Context: an optimization exercise on an open-source flow, tuned for small area and a short achievable clock period. The choices shown serve that exercise and are no tape-out recipe. The RTL was checked by simulation tests, not by an equivalence proof against the original design. No activity file was given, so power comes from the tool's default toggle rates.

== wip/fjord ==
==> flow/design.v (excerpt) <==
module yaw_tracker_top (
    input  logic                clk,
    input  logic                rst_n,
    input  logic                sample_valid,
    input  logic                calibrate,
    input  imu_pkg::rate_t      rate_a,
    input  imu_pkg::rate_t      rate_b,
    output angle_pkg::angle_t   yaw_a,
    output angle_pkg::angle_t   yaw_b,
    output angle_pkg::angle_t   rel_yaw,
    output angle_pkg::heading_t heading,
    output logic                out_valid
);
Size in the first run: ~180 flip-flops, ~140 I/O pins.
==> flow/config.mk <==
export PLATFORM = sky130hd
export DESIGN_NAME = yaw_tracker_top
export DESIGN_NICKNAME = yaw_tracker_top
export VERILOG_FILES = /design/flow/design.v
export SDC_FILE = /design/flow/constraint.sdc
export NUM_CORES = 4
export LEC_CHECK = 0
export ABC_AREA = 1
export CAP_MARGIN = 20
export CORE_MARGIN = 2
export CORE_UTILIZATION = 40
export CTS_BUF_LIST = sky130_fd_sc_hd__clkbuf_8
export SLEW_MARGIN = 20
==> flow/constraint.sdc <==
create_clock -name core_clock -period 10.0 [get_ports {clk}]
set_input_delay 2.0000 -clock core_clock [delete_from_list [all_inputs] [get_ports {clk}]]
set_output_delay 2.0000 -clock core_clock [all_outputs]
set_load 0.01 [all_outputs]
standard.sh (not shown) runs the stock make flow with config.mk's settings and CLKGATE_MAP_FILE= SYNTH_SCRIPT=/design/flow/synth_recipe.tcl, a recipe that flattens the netlist after the stock synthesis.
==> flow/flow/run.sh <==
#!/bin/bash
set -euo pipefail
MARGIN=$(cat flow/margin.txt)
bash standard.sh ADDER_MAP_FILE= synth > synth.log 2>&1
bash standard.sh SETUP_SLACK_MARGIN=$MARGIN floorplan > floorplan.log 2>&1
bash standard.sh SETUP_SLACK_MARGIN=$MARGIN "BUFFER_PORTS_ARGS=-buffer_cell sky130_fd_sc_hd__buf_1" place > place.log 2>&1
bash standard.sh SETUP_SLACK_MARGIN=$MARGIN cts > cts.log 2>&1
bash standard.sh SETUP_SLACK_MARGIN=$MARGIN route > route.log 2>&1
bash standard.sh SETUP_SLACK_MARGIN=$MARGIN finish > finish.log 2>&1
==> flow/flow/margin.txt <==
6.8
What wip/maple does differently from wip/fjord at the input level:
==> flow/flow/margin.txt <==
7.0
--- outcome ---
As far as placed instance area goes, wip/maple and wip/fjord are indistinguishable; the numbers are identical.
Changes observed in wip/maple relative to wip/fjord: final worst-path setup slack went up 0.012 ns; share of power burned in combinational logic increased by 0.6 points relative to the old numbers; first-iteration DRC count lower.
diff inputs: wip/maple => wip/violet
diff --git a/flow/flow/run.sh b/flow/flow/run.sh
--- a/flow/flow/run.sh
+++ b/flow/flow/run.sh
@@ -1,5 +1,17 @@
 #!/bin/bash
+# Standard ORFS layout with these changes, all in how the layout is made:
+#  - synthesis skips the full/half-adder extraction (ADDER_MAP_FILE empty) and
+#    maps the logic with ABC's standard-cell mapper under a delay target
+#    (flow/abc_map.script). Everything else in synthesis is synth_recipe.tcl and
+#    ORFS's synth.tcl unchanged, so the flip-flops and their names are the
+#    standard synthesis's;
+#  - every port still gets a buffer, but a plain buf_1 rather than a delay cell;
 set -euo pipefail
+W=$(pwd)
 MARGIN=$(cat flow/margin.txt)
-bash standard.sh ADDER_MAP_FILE= synth > synth.log 2>&1
+sed "s|log_cmd abc {\*}\$abc_args|log_cmd abc -script $W/flow/abc_map.script {*}[lrange \$abc_args 2 end]|" \
+    "$FLOW_HOME/scripts/synth.tcl" > "$W/synth_body.tcl"
+grep -q "abc_map.script" "$W/synth_body.tcl"
+{ head -n 1 synth_recipe.tcl; echo "source $W/synth_body.tcl"; tail -n +3 synth_recipe.tcl; } > "$W/synth_own.tcl"
+bash standard.sh ADDER_MAP_FILE= SYNTH_SCRIPT="$W/synth_own.tcl" synth > synth.log 2>&1
 bash standard.sh SETUP_SLACK_MARGIN=$MARGIN floorplan > floorplan.log 2>&1
==> flow/flow/abc_map.script (new file) <==
strash
dch
map -D 2000
topo
stime -c
buffer -c
upsize -c
dnsize -c
Findings:
Cmp wip/violet and wip/maple / critical path depth / higher: wip/violet
The worst hold slack was comparable across wip/violet and wip/maple.
Where total power is concerned, wip/maple is better than wip/violet.
Higher area of the mapped netlist goes to wip/maple over wip/violet.
Re wire length on met2: wip/violet is about 10% up on wip/maple.
Across both runs, path depth of the worst reg2reg path was lower for wip/violet than for wip/maple.
Relative to wip/maple, sequential element share of the synthesized area has gone up in wip/violet.
Delta (wip/violet minus wip/maple): global-route usage now sits at about the same level; number of non-clock inverters in the layout down 67; length of the first detailed-routing pass in iterations did not really move; cell count of the worst hold path held steady.
#### Input delta (wip/pepper over wip/violet)
==> flow/flow/run.sh <==
#!/bin/bash
set -euo pipefail
MARGIN=$(cat flow/margin.txt)
bash standard.sh ADDER_MAP_FILE= synth > synth.log 2>&1
bash standard.sh SETUP_SLACK_MARGIN=$MARGIN floorplan > floorplan.log 2>&1
bash standard.sh SETUP_SLACK_MARGIN=$MARGIN "BUFFER_PORTS_ARGS=-buffer_cell sky130_fd_sc_hd__buf_1" place > place.log 2>&1
bash standard.sh SETUP_SLACK_MARGIN=$MARGIN cts > cts.log 2>&1
bash standard.sh SETUP_SLACK_MARGIN=$MARGIN route > route.log 2>&1
bash standard.sh SETUP_SLACK_MARGIN=$MARGIN finish > finish.log 2>&1
==> flow/flow/margin.txt <==
6.8
diff --git a/flow/config.mk b/flow/config.mk
--- a/flow/config.mk
+++ b/flow/config.mk
@@ -10,4 +10,5 @@
 export CORE_MARGIN = 2
-export CORE_UTILIZATION = 40
+export CORE_UTILIZATION = 75
 export CTS_BUF_LIST = sky130_fd_sc_hd__clkbuf_8
+export PLACE_DENSITY = 0.85
 export SLEW_MARGIN = 20
removed: flow/flow/abc_map.script
### Flow results
wip/pepper: no failed stages, no open violations at the end. Sort wip/violet and wip/pepper by critical path depth asc -> top: wip/pepper. Of wip/violet and wip/pepper, wip/violet shows the higher share of final-layout standard cells stronger than drive strength 1, with wip/pepper below it. Re number of post-CTS setup repair buffers: wip/pepper is 34 down on wip/violet. For maximum number of pins on one net before global-route repair, dividing the value from wip/pepper by the value from wip/violet gives 0.901. Re sequential share of layout area: wip/violet and wip/pepper aren't equal, and the lower value belongs to wip/violet.
--- input diff wip/pepper..wip/raven ---
diff --git a/flow/config.mk b/flow/config.mk
--- a/flow/config.mk
+++ b/flow/config.mk
@@ -10,5 +10,5 @@
 export CORE_MARGIN = 2
-export CORE_UTILIZATION = 75
+export CORE_UTILIZATION = 65
 export CTS_BUF_LIST = sky130_fd_sc_hd__clkbuf_8
-export PLACE_DENSITY = 0.85
+export PLACE_DENSITY = 0.75
 export SLEW_MARGIN = 20
==> notes.md <==
Note that the total die area recorded for wip/pepper amounts to 0.871 times the value seen in wip/raven.
Layout buffer count excluding clock buffers in wip/raven is 3 above wip/pepper.
wip/raven against wip/pepper: portion of the clock cycle consumed by the worst path in the final layout lower; wire length of the first global-routing pass now sits lower.

static timing again, ports no longer ideal:
Ports are ideal in the flow. The routed layouts listed here were re-timed in OpenROAD.
Step 1 sets driving cells, clkbuf_16 on the clock port and buf_2 on the other inputs (assumed; they add their load-dependent delay and slew).
Step 2 times the ports against the registers' clock, not the clock port: input delays grow and output delays shrink by t, the midpoint of the rising clock arrivals with the driver on.
Three values: ideal ports, drivers, drivers and shift; two values: the first two.
run	t, ns	slack for setup (ns)	worst setup path after step 2	worst register clock-pin slew, ns
wip/fjord	0.503	6.967 / 6.927 / 6.867	input, reset recovery	0.11 / 0.11
wip/maple	0.504	6.979 / 6.938 / 6.811	input, reset recovery	0.11 / 0.11
wip/violet	0.518	6.848 / 6.848 / 6.795	input, reset recovery	0.11 / 0.11
wip/pepper	0.514	6.956 / 6.916 / 6.973	input, reset recovery	0.10 / 0.10
wip/raven	0.491	6.982 / 6.942 / 6.754	input, reset recovery	0.10 / 0.10
After both steps every run listed still meets setup and hold. The setup slack of wip/raven, which loses most, moves by -0.040 ns with the drivers and by -0.228 ns with both steps. Setup slack includes reset recovery checks.
